Source: an optimization exercise on an open RTL-to-GDS flow (aim: small area). Production flows keep margins and buffers that such runs may drop. Function was checked by simulation only, so behaviour that the tests miss may differ from the original. Power is estimated from default activity; no workload was simulated.

== run A ==
==> flow/design.v <==
package arp_rx_cache_pkg;
  localparam logic [1:0] ST_HDR    = 2'd0;
  localparam logic [1:0] ST_ARP    = 2'd1;
  localparam logic [1:0] ST_REPLAY = 2'd2;
  localparam logic [1:0] ST_PASS   = 2'd3;
endpackage
module arp_rx_cache_cache (
  input  logic        clk,
  input  logic        rst,
  input  logic        wr_en,        
  input  logic [31:0] wr_ip,        
  input  logic [47:0] wr_mac,
  input  logic        srch_clr,     
  input  logic        srch,         
  output logic        wr_hold,      
  input  logic        lookup_req,
  input  logic [31:0] lookup_ip,
  output logic        lookup_valid,
  output logic        lookup_hit,
  output logic [47:0] lookup_mac
);
  logic [31:0] rip  [8];
  logic [47:0] rmac [8];
  logic [7:0]  rv_r;
  logic [2:0]  ph_r, ptr_r, mslot_r, tgt_s, mpos_s;
  logic        match_r, pend_r, land_s, fwd_s, fwd_r;
  logic [7:0]  hit_s, hv_r;
  logic [47:0] hmac_s;
  assign tgt_s   = match_r ? mslot_r : ptr_r;
  assign land_s  = pend_r && (ph_r == tgt_s);
  assign wr_hold = wr_en || (pend_r && !land_s);
  assign mpos_s  = ph_r - 3'd1 - tgt_s;
  assign fwd_s   = pend_r && (wr_ip == lookup_ip);
  always_comb begin
    for (int p = 0; p < 8; p++) begin
      hit_s[p] = rv_r[p] && (rip[p] == lookup_ip) && !(pend_r && (mpos_s == 3'(p)));
    end
  end
  always_comb begin
    hmac_s = fwd_r ? wr_mac : 48'h0;
    for (int p = 0; p < 8; p++) begin
      if (hv_r[p]) begin
        hmac_s = hmac_s | rmac[p];
      end
    end
  end
  assign lookup_hit = (|hv_r) || fwd_r;
  assign lookup_mac = hmac_s;
  always_ff @(posedge clk) begin
    rip[0]  <= land_s ? wr_ip  : rip[7];
    rmac[0] <= land_s ? wr_mac : rmac[7];
    for (int p = 1; p < 8; p++) begin
      rip[p]  <= rip[p-1];
      rmac[p] <= rmac[p-1];
    end
    hv_r  <= {hit_s[6:0], hit_s[7] || (fwd_s && land_s)};
    fwd_r <= fwd_s && !land_s;
    if (srch_clr) begin
      match_r <= 1'b0;
    end else if (srch && rv_r[7] && (rip[7] == wr_ip)) begin
      match_r <= 1'b1;
      mslot_r <= ph_r;
    end
  end
  always_ff @(posedge clk or posedge rst) begin
    if (rst) begin
      rv_r         <= 8'h0;
      ph_r         <= 3'd0;
      ptr_r        <= 3'd0;
      pend_r       <= 1'b0;
      lookup_valid <= 1'b0;
    end else begin
      rv_r         <= {rv_r[6:0], land_s || rv_r[7]};
      ph_r         <= ph_r + 3'd1;
      pend_r       <= wr_hold;
      lookup_valid <= lookup_req;
      if (land_s && !match_r) begin
        ptr_r <= ptr_r + 3'd1;
      end
    end
  end
endmodule
module arp_rx_cache
#(
  parameter logic [47:0] local_mac   = 48'h00_0a_35_01_02_03,
  parameter logic [31:0] local_ip    = 32'h10_00_00_80,
  parameter int          CACHE_DEPTH = 8
) (
  input  logic        clk,
  input  logic        rst,
  input  logic        rx_fifo_tvalid,
  output logic        rx_fifo_tready,
  input  logic [7:0]  rx_fifo_tdata,
  input  logic        rx_fifo_tlast,
  input  logic        rx_fifo_tuser,
  output logic        dv_out,
  output logic [47:0] remote_mac,
  output logic [31:0] remote_ip,
  output logic        udp_tvalid,
  input  logic        udp_tready,
  output logic [7:0]  udp_tdata,
  output logic        udp_tlast,
  output logic        udp_tuser,
  input  logic        lookup_req,
  input  logic [31:0] lookup_ip,
  output logic        lookup_valid,
  output logic        lookup_hit,
  output logic [47:0] lookup_mac
);
  logic [1:0]  st_r;
  logic [5:0]  cnt_r;
  logic [7:0]  sr [18];
  logic        ok_r, req_r, commit_r;
  logic        is_hdr, is_arp, is_rep, is_pass;
  logic        rx_acc_s, arp_type_s, byte_ok_s, accept_s, hold_s, sh_lo_s, sh_hi_s;
  logic [31:0] spa_s;
  logic [47:0] sha_s;
  assign is_hdr  = (st_r == arp_rx_cache_pkg::ST_HDR);
  assign is_arp  = (st_r == arp_rx_cache_pkg::ST_ARP);
  assign is_rep  = (st_r == arp_rx_cache_pkg::ST_REPLAY);
  assign is_pass = (st_r == arp_rx_cache_pkg::ST_PASS);
  assign rx_fifo_tready = !rst && (is_hdr || is_arp || (is_pass && udp_tready));
  assign rx_acc_s       = rx_fifo_tvalid && rx_fifo_tready;
  assign udp_tvalid     = is_rep || (is_pass && rx_fifo_tvalid);
  assign udp_tdata      = is_pass ? rx_fifo_tdata : sr[13];
  assign udp_tlast      = is_pass && rx_fifo_tlast;
  assign udp_tuser      = is_pass && rx_fifo_tlast && rx_fifo_tuser;
  assign arp_type_s = (sr[0] == 8'h08) && (rx_fifo_tdata == 8'h06);
  always_comb begin
    case (cnt_r)
      6'd14, 6'd17, 6'd20: byte_ok_s = (rx_fifo_tdata == 8'h00);
      6'd15: byte_ok_s = (rx_fifo_tdata == 8'h01);
      6'd16: byte_ok_s = (rx_fifo_tdata == 8'h08);
      6'd18: byte_ok_s = (rx_fifo_tdata == 8'h06);
      6'd19: byte_ok_s = (rx_fifo_tdata == 8'h04);
      6'd21: byte_ok_s = (rx_fifo_tdata == 8'h01) || (rx_fifo_tdata == 8'h02);
      6'd38: byte_ok_s = (rx_fifo_tdata == local_ip[31:24]);
      6'd39: byte_ok_s = (rx_fifo_tdata == local_ip[23:16]);
      6'd40: byte_ok_s = (rx_fifo_tdata == local_ip[15:8]);
      6'd41: byte_ok_s = (rx_fifo_tdata == local_ip[7:0]);
      default: byte_ok_s = 1'b1;
    endcase
  end
  assign accept_s = rx_acc_s && is_arp && rx_fifo_tlast && !rx_fifo_tuser &&
                    (cnt_r >= 6'd41) && ok_r && byte_ok_s;
  assign spa_s      = {sr[11], sr[10], sr[9], sr[8]};
  assign sha_s      = {sr[17], sr[16], sr[15], sr[14], sr[13], sr[12]};
  assign remote_ip  = spa_s;
  assign remote_mac = sha_s;
  assign sh_lo_s = is_rep ? udp_tready : rx_acc_s;
  assign sh_hi_s = is_rep ? udp_tready :
                   is_arp ? (rx_acc_s && (cnt_r >= 6'd22) && (cnt_r <= 6'd31)) :
                   (rx_acc_s && !hold_s);
  always_ff @(posedge clk) begin
    if (sh_lo_s) begin
      sr[0] <= rx_fifo_tdata;
      for (int i = 1; i < 8; i++) sr[i] <= sr[i-1];
    end
    if (sh_hi_s) begin
      sr[8] <= is_arp ? rx_fifo_tdata : sr[7];
      for (int i = 9; i < 18; i++) sr[i] <= sr[i-1];
    end
    if (is_arp && rx_acc_s) begin
      ok_r <= ((cnt_r == 6'd14) || ok_r) && byte_ok_s;
      if (cnt_r == 6'd21) req_r <= (rx_fifo_tdata == 8'h01);
    end
  end
  always_ff @(posedge clk or posedge rst) begin
    if (rst) begin
      st_r     <= arp_rx_cache_pkg::ST_HDR;
      cnt_r    <= 6'd0;
      commit_r <= 1'b0;
      dv_out   <= 1'b0;
    end else begin
      commit_r <= accept_s;
      dv_out   <= accept_s && req_r;
      case (st_r)
        arp_rx_cache_pkg::ST_HDR: begin
          if (rx_acc_s) begin
            if (rx_fifo_tlast) begin
              cnt_r <= 6'd0;
            end else if (cnt_r == 6'd13) begin
              cnt_r <= arp_type_s ? 6'd14 : 6'd0;
              st_r  <= arp_type_s ? arp_rx_cache_pkg::ST_ARP : arp_rx_cache_pkg::ST_REPLAY;
            end else begin
              cnt_r <= cnt_r + 6'd1;
            end
          end
        end
        arp_rx_cache_pkg::ST_REPLAY: begin
          if (udp_tready) begin
            if (cnt_r == 6'd13) begin
              cnt_r <= 6'd0;
              st_r  <= arp_rx_cache_pkg::ST_PASS;
            end else begin
              cnt_r <= cnt_r + 6'd1;
            end
          end
        end
        arp_rx_cache_pkg::ST_ARP: begin
          if (rx_acc_s) begin
            if (rx_fifo_tlast) begin
              cnt_r <= 6'd0;
              st_r  <= arp_rx_cache_pkg::ST_HDR;
            end else if (cnt_r <= 6'd41) begin
              cnt_r <= cnt_r + 6'd1;
            end
          end
        end
        default: begin
          if (rx_acc_s && rx_fifo_tlast) begin
            st_r <= arp_rx_cache_pkg::ST_HDR;
          end
        end
      endcase
    end
  end
  arp_rx_cache_cache u_cache (
    .clk          (clk),
    .rst          (rst),
    .wr_en        (commit_r && (spa_s != 32'h0)),
    .wr_ip        (spa_s),
    .wr_mac       (sha_s),
    .srch_clr     (is_arp && (cnt_r < 6'd32)),
    .srch         (is_arp),
    .wr_hold      (hold_s),
    .lookup_req   (lookup_req),
    .lookup_ip    (lookup_ip),
    .lookup_valid (lookup_valid),
    .lookup_hit   (lookup_hit),
    .lookup_mac   (lookup_mac)
  );
endmodule
export LEC_CHECK = 0
export CAP_MARGIN = 20
export CORE_MARGIN = 2
export CORE_UTILIZATION = 70
export SLEW_MARGIN = 20
create_clock -name core_clock -period 8.0 [get_ports {clk}]
standard.sh (not shown) runs the stock make flow with config.mk's settings and CLKGATE_MAP_FILE= SYNTH_SCRIPT=/design/flow/synth_recipe.tcl, a recipe that flattens the netlist after the stock synthesis.
==> flow/flow/run.sh <==
#!/bin/bash
# Own layout flow: the standard layout (standard.sh, unchanged synthesis)
# with the smallest buffer on the ports, a clock tree of clkbuf_8 without
# dummy loads, and synthesis's cells set to drive strength 1 after floorplan
# (flow/downsize.tcl); later repairs size up where needed.
# make's full output goes to flow_make.log; each tool's log is under orfs/logs.
set -euo pipefail
cd "$(dirname "$0")/.."
bash standard.sh \
  "BUFFER_PORTS_ARGS=-buffer_cell sky130_fd_sc_hd__buf_1" \
  "CTS_ARGS=-sink_clustering_enable -repair_clock_nets -dont_use_dummy_load -buf_list sky130_fd_sc_hd__clkbuf_8 -sink_clustering_size 20 -sink_clustering_max_diameter 50" \
  REMOVE_ABC_BUFFERS=1 \
  "POST_FLOORPLAN_TCL=$PWD/flow/downsize.tcl" \
  finish > flow_make.log 2>&1
==> flow/flow/downsize.tcl <==
# Hook run after floorplan (POST_FLOORPLAN_TCL): give every cell the drive
# strength _1 of its own cell family when that is smaller. Placement's
# repair_design and the later timing repairs size up again where slew,
# capacitance or timing need it. Registers keep their cell type.
set db [ord::get_db]
set block [ord::get_db_block]
set n 0
foreach inst [$block getInsts] {
  set master [$inst getMaster]
  set name [$master getName]
  if {![regexp {^(sky130_fd_sc_hd__[a-z0-9]+)_([0-9]+)$} $name -> base drive]} { continue }
  if {$drive <= 1} { continue }
  set small [$db findMaster ${base}_1]
  if {$small eq "NULL" || $small eq ""} { continue }
  set skip 0
  foreach pat $::env(DONT_USE_CELLS) {
    if {[string match $pat ${base}_1]} { set skip 1 }
  }
  if {$skip} { continue }
  if {[expr {[$small getWidth] * [$small getHeight]}] >= [expr {[$master getWidth] * [$master getHeight]}]} { continue }
  if {[$inst swapMaster $small]} { incr n }
}
puts "downsize.tcl: $n cells set to drive strength 1"
Run A | status: complete | timing, DRC, antenna: pass
For run B, these inputs were changed with respect to run A:
# run A
export LEC_CHECK = 0
export CAP_MARGIN = 20
export CORE_MARGIN = 2
export CORE_UTILIZATION = 70
export SLEW_MARGIN = 20
create_clock -name core_clock -period 8.0 [get_ports {clk}]
# run B
export LEC_CHECK = 0
export CAP_MARGIN = 20
export CORE_MARGIN = 2
export CORE_UTILIZATION = 40
export CTS_BUF_LIST = sky130_fd_sc_hd__clkbuf_8
export CTS_CLUSTER_DIAMETER = 60
export CTS_CLUSTER_SIZE = 16
export SLEW_MARGIN = 20
create_clock -name core_clock -period 8.0 [get_ports {clk}]
==> flow/run.sh (new file) <==
#!/bin/bash
# synth_recipe.tcl (not shown) runs the flow's synth.tcl, then flattens the netlist and writes it again
# the make line also repeats each setting of config.mk as NAME=value (left out here)
make -C /OpenROAD-flow-scripts/flow DESIGN_CONFIG=/design/flow/config.mk WORK_HOME=/design/flow/orfs CLKGATE_MAP_FILE= SYNTH_SCRIPT=/design/flow/synth_recipe.tcl finish
removed: flow/flow/run.sh
removed: flow/flow/downsize.tcl
removed: flow/standard.sh
Findings:
Run B did not stop at any stage, and its layout met the timing, design-rule and antenna checks.
Compared with run A, in run B tap cell count has increased; global routing usage on met3 has decreased.
Comparing run B and run A, count of filler cells inserted in the layout is lower on run A.
Top layer used by detailed routing = met4: run A; top layer used by detailed routing = met5: run B
Compared with run A, clock-buffer cell count in run B increased by more than 10%.
Taking run A as the reference, in run B met2 capacity usage during global routing now smaller, proportion of power drawn by the clock network went up.
Of run B and run A, run A shows the lower total core area, with run B above it.
Changes in run C relative to run B:
# run B
export LEC_CHECK = 0
export CAP_MARGIN = 20
export CORE_MARGIN = 2
export CORE_UTILIZATION = 40
export CTS_BUF_LIST = sky130_fd_sc_hd__clkbuf_8
export CTS_CLUSTER_DIAMETER = 60
export CTS_CLUSTER_SIZE = 16
export SLEW_MARGIN = 20
create_clock -name core_clock -period 8.0 [get_ports {clk}]
# run C
export LEC_CHECK = 0
export CAP_MARGIN = 20
export CORE_MARGIN = 2
export CORE_UTILIZATION = 40
export SLEW_MARGIN = 20
create_clock -name core_clock -period 8.0 [get_ports {clk}]
==> flow/flow/run.sh (new file) <==
#!/bin/bash
# Own layout flow: the standard layout (standard.sh, unchanged synthesis)
# with the smallest buffer on the ports, a clock tree of clkbuf_16 without
# dummy loads, and synthesis's cells set to drive strength 1 after floorplan
# (flow/downsize.tcl); later repairs size up where needed.
# make's full output goes to flow_make.log; each tool's log is under orfs/logs.
set -euo pipefail
cd "$(dirname "$0")/.."
bash standard.sh \
  "BUFFER_PORTS_ARGS=-buffer_cell sky130_fd_sc_hd__buf_1" \
  "CTS_ARGS=-sink_clustering_enable -repair_clock_nets -dont_use_dummy_load -buf_list sky130_fd_sc_hd__clkbuf_16 -sink_clustering_size 32 -sink_clustering_max_diameter 80" \
  REMOVE_ABC_BUFFERS=1 \
  "POST_FLOORPLAN_TCL=$PWD/flow/downsize.tcl" \
  finish > flow_make.log 2>&1
==> flow/flow/downsize.tcl (new file) <==
# Hook run after floorplan (POST_FLOORPLAN_TCL): give every cell the drive
# strength _1 of its own cell family when that is smaller. Placement's
# repair_design and the later timing repairs size up again where slew,
# capacitance or timing need it. Registers keep their cell type.
set db [ord::get_db]
set block [ord::get_db_block]
set n 0
foreach inst [$block getInsts] {
  set master [$inst getMaster]
  set name [$master getName]
  if {![regexp {^(sky130_fd_sc_hd__[a-z0-9]+)_([0-9]+)$} $name -> base drive]} { continue }
  if {$drive <= 1} { continue }
  set small [$db findMaster ${base}_1]
  if {$small eq "NULL" || $small eq ""} { continue }
  set skip 0
  foreach pat $::env(DONT_USE_CELLS) {
    if {[string match $pat ${base}_1]} { set skip 1 }
  }
  if {$skip} { continue }
  if {[expr {[$small getWidth] * [$small getHeight]}] >= [expr {[$master getWidth] * [$master getHeight]}]} { continue }
  if {[$inst swapMaster $small]} { incr n }
}
puts "downsize.tcl: $n cells set to drive strength 1"
==> flow/standard.sh (new file) <==
#!/bin/bash
# synth_recipe.tcl (not shown) runs the flow's synth.tcl, then flattens the netlist and writes it again
# the make line also repeats each setting of config.mk as NAME=value (left out here)
make -C /OpenROAD-flow-scripts/flow DESIGN_CONFIG=/design/flow/config.mk WORK_HOME=/design/flow/orfs CLKGATE_MAP_FILE= SYNTH_SCRIPT=/design/flow/synth_recipe.tcl "${@:-finish}"
removed: flow/run.sh
--- outcome ---
- Run C finished end to end and its layout was clean on timing, DRC and antenna.
- A critical path's slowest cell of sky130_fd_sc_hd__clkdlybuf4s50_1 is what run B shows, while sky130_fd_sc_hd__buf_1 belongs to run C.
- Going from run B to run C, power dissipated by switching net loads lost about 4.5%; smallest hold slack lost 0.042 ns; fraction of the cycle the final worst path needs lost 9.9 points.
- Met3 layer usage reported by global route: higher on run C
- Run B has higher combinational group share of total power than run C.
- Row global-route usage: run C lower / run B higher
- Higher number of clock buffers in the layout goes to run B over run C.
- Going from run B to run C, share of final layout cell area taken by non-clock buffers moved down, estimated wirelength of the detail-placed design went down, power now smaller, worst setup slack +0.79 ns.
Changes in run D relative to run C:
==> flow/flow/run.sh <==
#!/bin/bash
# Own layout flow: the standard layout (standard.sh, unchanged synthesis)
# with the smallest buffer on the ports, a clock tree of clkbuf_8 without
# dummy loads, and power recovery (downsizing of gates off the critical paths).
# make's full output goes to flow_make.log; each tool's log is under orfs/logs.
set -euo pipefail
cd "$(dirname "$0")/.."
bash standard.sh \
  "BUFFER_PORTS_ARGS=-buffer_cell sky130_fd_sc_hd__buf_1" \
  "CTS_ARGS=-sink_clustering_enable -repair_clock_nets -dont_use_dummy_load -buf_list sky130_fd_sc_hd__clkbuf_8 -sink_clustering_size 16 -sink_clustering_max_diameter 60" \
  RECOVER_POWER=100 \
  finish > flow_make.log 2>&1
removed: flow/flow/downsize.tcl
Notes after the runs:
- [flow] run D | stages: complete | final checks: fail | reason: capacitance limit, slew limit
- For run D, the first element of the critical path was u_cache.match_r, unlike run C, where it was rx_fifo_tdata[1].
- Going from run C to run D, register share of total power increased 1.2 points; sequential share of layout area essentially unchanged; non-clock buffer share of cell area essentially unchanged.
- Taking run C as the reference, in run D port buffer count stayed essentially flat; DRC violations left stayed essentially flat; logic gate share of total power fell by 0.3 points.
- Going from run C to run D, number of nets in the layout shows an increase of about 1.4%; cell area after placement saw an increase; critical path data arrival time increased 3.75 ns.
#### Input delta (run E over run D)
==> flow/flow/run.sh <==
#!/bin/bash
# Own layout flow: the standard layout (standard.sh, unchanged synthesis)
# with the smallest buffer on the ports, a clock tree of clkbuf_8 without
# dummy loads.
# make's full output goes to flow_make.log; each tool's log is under orfs/logs.
set -euo pipefail
cd "$(dirname "$0")/.."
bash standard.sh \
  "BUFFER_PORTS_ARGS=-buffer_cell sky130_fd_sc_hd__buf_1" \
  "CTS_ARGS=-sink_clustering_enable -repair_clock_nets -dont_use_dummy_load -buf_list sky130_fd_sc_hd__clkbuf_8 -sink_clustering_size 16 -sink_clustering_max_diameter 60" \
  finish > flow_make.log 2>&1
### Flow results
Compared to run D, run E reaches a higher achievable clock.
Run E went all the way through synthesis, placement and routing and the layout is clean on timing, DRC and antenna.
Per the comparison of run E with run D, shortest clock period the worst path allows after layout shows a reduction of 1.53 ns; setup slack shows an increase of 1.53 ns; area of the multi-input gates shows an increase of 3.0%; total wire length shows no meaningful change.
From run D to run E the numbers moved as follows: total global routing track utilization was more or less identical, total design power was more or less identical.
The inputs of run F differ from those of run E as listed below.
==> flow/run.sh (new file) <==
#!/bin/bash
# synth_recipe.tcl (not shown) runs the flow's synth.tcl, then flattens the netlist and writes it again
# the make line also repeats each setting of config.mk as NAME=value (left out here)
make -C /OpenROAD-flow-scripts/flow DESIGN_CONFIG=/design/flow/config.mk WORK_HOME=/design/flow/orfs CLKGATE_MAP_FILE= SYNTH_SCRIPT=/design/flow/synth_recipe.tcl finish
removed: flow/flow/run.sh
removed: flow/standard.sh
==> comparison <==
- In run F the hold slack turned out 0.092 ns higher than in run E.
- [run F vs run E] share of total power consumed by net switching: lower in run F
- Run F vs run E, wire length went up by about 0.8%.
- Relative to run E, the met3 wire length measured on run F has increased by a few percent.
- A standard cell with the maximum stage delay on the critical path of sky130_fd_sc_hd__clkdlybuf4s50_1 is what run F shows, while sky130_fd_sc_hd__buf_4 belongs to run E.
- From run E to run F the numbers moved as follows: global-route usage +0.31 points; portion of the layout cell area used by clock cells +5.8 points; diode insertion count for antenna repair -1; setup slack -0.67 ns.
- Run F against run E: sequential share of cell area has decreased; number of global-route vias before repair has increased; leakage power has increased.

what the ideal ports hide:
The flow's constraints put no driver on any port. The routed layouts listed below were extracted and timed again, unchanged, in two steps. Step 1: set_driving_cell puts a clkbuf_16 on clk and a buf_2 on each other input, an assumption about the parent block. Step 2 times the ports against the registers' clock, not the clock port: input delays grow and output delays shrink by t, the midpoint of the rising clock arrivals with the driver on. Slacks: ideal ports / drivers / drivers and shift; pairs: ideal ports / drivers.
run | t (ns) | setup slack, ns | slew at the worst register clock pin (ns)
run A | 0.706 | 3.927 / 3.872 / 3.784 | 0.12 / 0.12
run B | 0.756 | 3.276 / 3.251 / 3.251 | 0.12 / 0.12
run C | 0.629 | 4.066 / 4.004 / 3.931 | 0.12 / 0.12
run D | 0.689 | 2.418 / 2.418 / 2.418 | 0.11 / 0.11
run E | 0.690 | 3.947 / 3.891 / 3.933 | 0.12 / 0.12
run F | 0.676 | 3.279 / 3.256 / 3.256 | 0.07 / 0.07
The setup slack of run A, which loses most, moves by -0.055 ns with the drivers and by -0.143 ns with both steps.
